This is an optimization exercise on Yosys and OpenROAD, whose aim is small area and a short achievable clock period, not a production implementation.
The RTL was checked by simulation tests, not by an equivalence proof against the original design.
No activity file was given, so power comes from the tool's default toggle rates.

Setup of run A:
==> flow/design.v (excerpt) <==
module peak_search_top (
   input  wire                      clk,
   input  wire                      i_rst_n,
   input  wire                      i_s_valid,
   output wire                      o_s_ready,
   input  wire sample_pkg::sample_t i_s_i,
   input  wire sample_pkg::sample_t i_s_q,
   input  wire                      i_psel,
   input  wire                      i_penable,
   input  wire                      i_pwrite,
   input  wire logic [8-1:0]  i_paddr,
   input  wire apb_regs_pkg::apb_data_t i_pwdata,
   output wire apb_regs_pkg::apb_data_t o_prdata,
   output wire                      o_pready,
   output wire                      o_pslverr,
   output wire                      o_irq
);
Settings: LEC_CHECK=0, CAP_MARGIN=20, CORE_MARGIN=2, CORE_UTILIZATION=60, CTS_BUF_LIST=sky130_fd_sc_hd__clkbuf_4 sky130_fd_sc_hd__clkbuf_8, CTS_CLUSTER_SIZE=30, SETUP_SLACK_MARGIN=4.65, SLEW_MARGIN=20; clock period 7.5 ns.
standard.sh (not shown) runs the stock make flow with config.mk's settings and CLKGATE_MAP_FILE= SYNTH_SCRIPT=/design/flow/synth_recipe.tcl, a recipe that flattens the netlist after the stock synthesis.
==> flow/flow/run.sh <==
#!/bin/bash
# Own layout flow: the standard synthesis; its combinational logic re-mapped
# by ABC for delay (resyn.sh: flip-flops and their names untouched); the
# re-mapped netlist is used only if ABC proves it equivalent to the standard
# one (flip-flops cut into inputs and outputs, a combinational miter); then
# the standard layout with plain buffers (buf_1) on the ports.
set -euo pipefail
R=orfs/results/sky130hd/peak_search_top/base
LIB=$FLOW_HOME/platforms/sky130hd/lib/sky130_fd_sc_hd__tt_025C_1v80.lib
bash standard.sh synth > standard_synth.log 2>&1
cp $R/1_2_yosys.v synth_netlist.v
echo "standard netlist kept" > resyn_used.log
if RESYN_D=${RESYN_D:-1800} bash flow/resyn.sh synth_netlist.v resyn_netlist.v $LIB \
   && python3 flow/cutff.py synth_netlist.v eq_gold.v > cutff.log 2>&1 \
   && python3 flow/cutff.py resyn_netlist.v eq_gate.v >> cutff.log 2>&1; then
  cat > miter.ys <<EOS
read_liberty -ignore_miss_func $LIB
read_verilog eq_gold.v
rename $FLOW_TOP gold
read_verilog eq_gate.v
rename $FLOW_TOP gate
flatten
miter -equiv -flatten gold gate m
hierarchy -top m
opt_clean
techmap
opt -fast
aigmap
write_aiger -zinit miter.aig
EOS
  if yosys -s miter.ys > miter.log 2>&1 \
     && yosys-abc -c "read miter.aig; strash; print_stats; iprove" > cec.log 2>&1 \
     && grep -q "^UNSATISFIABLE" cec.log; then
    echo "re-mapped netlist proven equivalent, used" > resyn_used.log
    cp resyn_netlist.v $R/1_2_yosys.v
    touch $R/1_2_yosys.v
    rm -f $R/1_synth.odb $R/1_synth.sdc
  fi
fi
bash standard.sh BUFFER_PORTS_ARGS="-buffer_cell sky130_fd_sc_hd__buf_1" finish > standard_flow.log 2>&1
==> flow/flow/cutff.py <==
#!/usr/bin/env python3
# Turns a gate netlist combinational: each flip-flop's Q becomes an input and
# its D (and DE) an output, named after the instance. Usage: cutff.py in.v out.v
import re, sys
text = open(sys.argv[1]).read()
m = re.search(r"^(.*?)module (\w+)\((.*?)\);\n(.*?)\nendmodule", text, re.S)
pre, name, portlist, body = m.groups()
newports, decls = [], []
def repl(cm):
    t, inst, pins = cm.group(1), cm.group(2), cm.group(3)
    if not re.search(r"__(dfxtp|edfxtp|dfrtp|dfstp|dfxbp|dfrbp|dfsbp|dfbbp|dfbbn|dfrtn|edfxbp)_", t):
        return cm.group(0)
    pd = dict((p, n.strip()) for p, n in re.findall(r"\.(\w+)\(([^()]*)\)", pins))
    key = re.sub(r"[^A-Za-z0-9_]", "_", inst)
    out = []
    for p, n in pd.items():
        if p in ("CLK", "CLK_N"):
            continue
        nn = n + " " if n.startswith("\\") else n
        if p in ("Q", "Q_N"):
            port = f"ffq_{p}_{key}"
            newports.append(port); decls.append(f"  input {port};")
            out.append(f"  assign {nn} = {port};")
        else:
            port = f"ffd_{p}_{key}"
            newports.append(port); decls.append(f"  output {port};")
            out.append(f"  assign {port} = {nn};")
    return "\n".join(out) + "\n"
body = re.sub(r"\s*(sky130_fd_sc_hd__\w+)\s+(\S+)\s*\((.*?)\);\n", repl, body + "\n", flags=re.S)
open(sys.argv[2], "w").write(pre + f"module {name}({portlist}, {', '.join(newports)});\n" + "\n".join(decls) + "\n" + body + "\nendmodule\n")
==> flow/flow/resyn.sh <==
#!/bin/bash
# resyn.sh IN.v OUT.v LIB : re-maps the combinational logic of a gate netlist
# with ABC (delay-driven mapping, then gate sizing); the flip-flops and tie
# cells stay as they are, with their instance names.
set -euo pipefail
IN=$1; OUT=$2; LIB=$3; D=${RESYN_D:-1500}
DU="-dont_use *probe* -dont_use *lpflow* -dont_use *clkdly* -dont_use *dlygate* -dont_use *dlymetal* -dont_use *ebuf* -dont_use *einv* -dont_use *dlclkp* -dont_use *conb*"
cat > resyn.ys <<EOS
read_liberty -ignore_miss_func $LIB
read_verilog $IN
hierarchy -top $FLOW_TOP
blackbox sky130_fd_sc_hd__dfxtp_1 sky130_fd_sc_hd__edfxtp_1 sky130_fd_sc_hd__conb_1
flatten
opt_clean -purge
abc -liberty $LIB $DU -script "+strash; dch -f; map -D $D; topo; upsize -D $D; dnsize -D $D; stime"
opt_clean -purge
splitnets
opt_clean -purge
insbuf -buf sky130_fd_sc_hd__buf_1 A X
stat -liberty $LIB
write_verilog -noattr -noexpr -nohex -nodec $OUT
EOS
yosys -s resyn.ys > resyn.log 2>&1
### run A -> run B
diff --git a/flow/flow/cutff.py b/flow/flow/cutff.py
--- a/flow/flow/cutff.py
+++ b/flow/flow/cutff.py
@@ -9,5 +9,5 @@
 def repl(cm):
     t, inst, pins = cm.group(1), cm.group(2), cm.group(3)
-    if not re.search(r"__(dfxtp|edfxtp|dfrtp|dfstp|dfxbp|dfrbp|dfsbp|dfbbp|dfbbn|dfrtn|edfxbp)_", t):
+    if not re.search(r"df|edf|dl", t):
         return cm.group(0)
     pd = dict((p, n.strip()) for p, n in re.findall(r"\.(\w+)\(([^()]*)\)", pins))
diff --git a/flow/flow/resyn.sh b/flow/flow/resyn.sh
--- a/flow/flow/resyn.sh
+++ b/flow/flow/resyn.sh
@@ -13,5 +13,5 @@
 flatten
 opt_clean -purge
-abc -liberty $LIB $DU -script "+strash; dch -f; map -D $D; topo; upsize -D $D; dnsize -D $D; stime"
+abc -liberty $LIB $DU -script "+strash; &get -n; &st; &dch; &nf -D $D; &put; topo; upsize -D $D; dnsize -D $D; stime"
 opt_clean -purge
 splitnets
diff --git a/flow/config.mk b/flow/config.mk
--- a/flow/config.mk
+++ b/flow/config.mk
@@ -11,4 +11,4 @@
 export CTS_BUF_LIST = sky130_fd_sc_hd__clkbuf_4 sky130_fd_sc_hd__clkbuf_8
 export CTS_CLUSTER_SIZE = 30
-export SETUP_SLACK_MARGIN = 4.65
+export SETUP_SLACK_MARGIN = 4.5
 export SLEW_MARGIN = 20
When run B is measured against run A, its worst hold slack after final layout turns out 28 ps higher.
On clock latency at the later pin of the worst-skew pair, run B and run A are neck and neck.
Run comparison: run A leading cell type in the layout, fill and taps excluded sky130_fd_sc_hd__nand2_1; run B leading cell type in the layout, fill and taps excluded sky130_fd_sc_hd__inv_1
Fraction of area in multi-input gates: run B and run A compared, lower one is run A
Looking at maximum operating frequency, run B sits about 14% lower than run A does.
Between run B and run A, the final-layout clock-cell area share does not differ in any meaningful way.
[inputs] run C vs run B
diff --git a/flow/flow/cutff.py b/flow/flow/cutff.py
--- a/flow/flow/cutff.py
+++ b/flow/flow/cutff.py
@@ -9,5 +9,5 @@
 def repl(cm):
     t, inst, pins = cm.group(1), cm.group(2), cm.group(3)
-    if not re.search(r"df|edf|dl", t):
+    if not re.search(r"__(dfxtp|edfxtp|dfrtp|dfstp|dfxbp|dfrbp|dfsbp|dfbbp|dfbbn|dfrtn|edfxbp)_", t):
         return cm.group(0)
     pd = dict((p, n.strip()) for p, n in re.findall(r"\.(\w+)\(([^()]*)\)", pins))
diff --git a/flow/flow/resyn.sh b/flow/flow/resyn.sh
--- a/flow/flow/resyn.sh
+++ b/flow/flow/resyn.sh
@@ -13,5 +13,5 @@
 flatten
 opt_clean -purge
-abc -liberty $LIB $DU -script "+strash; &get -n; &st; &dch; &nf -D $D; &put; topo; upsize -D $D; dnsize -D $D; stime"
+abc -liberty $LIB $DU -script "+strash; dch -f; map -D $D; topo; upsize -D $D; dnsize -D $D; stime"
 opt_clean -purge
 splitnets
==> comparison <==
Run B -> run C: sum of met2 wire segment lengths after detailed routing increased by more than 10%. Changes observed in run C relative to run B: worst endpoint data arrival time went down by 2290 ps; wire length went up by 3600 µm; worst hold slack went down by 45 ps; mean area per synthesized cell went down by about 30%; via count went up by about 30%. Most frequent standard cell in the layout excluding fill and tap cells: sky130_fd_sc_hd__nand2_1 -> run C, sky130_fd_sc_hd__inv_1 -> run B. In the metrics for run B and run C, the one carrying the lower share of the clock period used by the worst path after layout is run C. Run C vs run B, first element of the critical path: regs0.sel_q[5] vs power0.o_xi[4]. The post-route cell area number comes out higher for run B vs run C.
Here is what was changed in the inputs of run D compared with run C.
diff --git a/flow/config.mk b/flow/config.mk
--- a/flow/config.mk
+++ b/flow/config.mk
@@ -11,4 +11,4 @@
 export CTS_BUF_LIST = sky130_fd_sc_hd__clkbuf_4 sky130_fd_sc_hd__clkbuf_8
 export CTS_CLUSTER_SIZE = 30
-export SETUP_SLACK_MARGIN = 4.5
+export SETUP_SLACK_MARGIN = 4.35
 export SLEW_MARGIN = 20
### Flow results
Compared with run C, in run D detailed-route wire length per cell went down; clock-pin slew reported for the worst setup and hold paths after clock tree synthesis did not really move; fmax went down; final design utilization went down.
Going from run C to run D, the area taken by multi-input logic gates was found to have gone down by 75 µm².
Edits applied to the flow inputs when going from run D to run E:
diff --git a/flow/flow/run.sh b/flow/flow/run.sh
--- a/flow/flow/run.sh
+++ b/flow/flow/run.sh
@@ -11,5 +11,5 @@
 cp $R/1_2_yosys.v synth_netlist.v
 echo "standard netlist kept" > resyn_used.log
-if RESYN_D=${RESYN_D:-1800} bash flow/resyn.sh synth_netlist.v resyn_netlist.v $LIB \
+if RESYN_D=${RESYN_D:-2000} bash flow/resyn.sh synth_netlist.v resyn_netlist.v $LIB \
    && python3 flow/cutff.py synth_netlist.v eq_gold.v > cutff.log 2>&1 \
    && python3 flow/cutff.py resyn_netlist.v eq_gate.v >> cutff.log 2>&1; then
diff --git a/flow/config.mk b/flow/config.mk
--- a/flow/config.mk
+++ b/flow/config.mk
@@ -11,4 +11,4 @@
 export CTS_BUF_LIST = sky130_fd_sc_hd__clkbuf_4 sky130_fd_sc_hd__clkbuf_8
 export CTS_CLUSTER_SIZE = 30
-export SETUP_SLACK_MARGIN = 4.35
+export SETUP_SLACK_MARGIN = 4.5
 export SLEW_MARGIN = 20
Findings:
Run E ended up with a higher largest voltage drop on the vdd net than run D did. Run D → run E: part of the total power dissipated in the clock network decreased 2.3 points, global-route usage moved down, non-clock buffer count rose about 50%. Compared with run D, run E shows a via density per instance that is about 4% lower. Run E: critical path data required time is 1860 ps higher than what run D reported. On total power: between run E and run D, it ends up lower for run E.
Modified inputs, run F compared to run E
diff --git a/flow/flow/run.sh b/flow/flow/run.sh
--- a/flow/flow/run.sh
+++ b/flow/flow/run.sh
@@ -11,5 +11,5 @@
 cp $R/1_2_yosys.v synth_netlist.v
 echo "standard netlist kept" > resyn_used.log
-if RESYN_D=${RESYN_D:-2000} bash flow/resyn.sh synth_netlist.v resyn_netlist.v $LIB \
+if RESYN_D=${RESYN_D:-1800} bash flow/resyn.sh synth_netlist.v resyn_netlist.v $LIB \
    && python3 flow/cutff.py synth_netlist.v eq_gold.v > cutff.log 2>&1 \
    && python3 flow/cutff.py resyn_netlist.v eq_gate.v >> cutff.log 2>&1; then
diff --git a/flow/flow/resyn.sh b/flow/flow/resyn.sh
--- a/flow/flow/resyn.sh
+++ b/flow/flow/resyn.sh
@@ -13,5 +13,5 @@
 flatten
 opt_clean -purge
-abc -liberty $LIB $DU -script "+strash; dch -f; map -D $D; topo; upsize -D $D; dnsize -D $D; stime"
+abc -liberty $LIB $DU -script "+strash; &get -n; &st; &dch; &nf -D $D; &put; topo; upsize -D $D; dnsize -D $D; stime"
 opt_clean -purge
 splitnets
==> notes.md <==
- Die size: run F is under run E
- Run E reports its slowest cell on the critical path as sky130_fd_sc_hd__edfxtp_1 while run F reports sky130_fd_sc_hd__a222oi_1.
- On via count: between run E and run F, it ends up lower for run F.
- Combined area of all synthesized cells sits lower in run F than in run E.
- Compared with run E, run F has less setup slack.
- Relative max-transition margin in run F is 1.7 points higher than in run E
- When run F is set beside run E, its final-layout fill cell count turns out to be 134 smaller.
- Non-clock inverter total of the final layout (run F vs. run E) decreases by more than half
- Non-clock buffer count (run F vs. run E) increases by more than 10%

separate check: timing with driven ports:
Ports are ideal in the flow. The routed layouts listed here were re-timed in OpenROAD.
Step 1 (the two cells are an assumption about what drives the block):
set clk [get_ports {clk}]
set_driving_cell -lib_cell sky130_fd_sc_hd__clkbuf_16 $clk
set_driving_cell -lib_cell sky130_fd_sc_hd__buf_2 [delete_from_list [all_inputs] $clk]
Step 2 moves the port delays by t, midway between the first and last clock arrival at a register: inputs arrive t later, outputs are due t later. That takes back most of the time a late clock gives input paths.
Three values: ideal, step 1, step 2; two values: the first two.
run | shift t [ns] | setup WS [ns] | worst setup path at the end
run A | 0.510 | 4.568 / 4.528 / 4.269 | input to register
run B | 0.506 | 4.109 / 4.109 / 4.109 | register to register
run C | 0.508 | 4.541 / 4.503 / 4.384 | input to register
run D | 0.505 | 4.451 / 4.412 / 4.372 | input to register
run E | 0.508 | 4.514 / 4.493 / 4.315 | input to register
run F | 0.493 | 4.454 / 4.412 / 4.330 | input to register
After both steps setup and hold are still met in every run listed. For run A, which loses most, drivers alone change the setup slack by -0.040 ns; drivers and shift together by -0.299 ns.
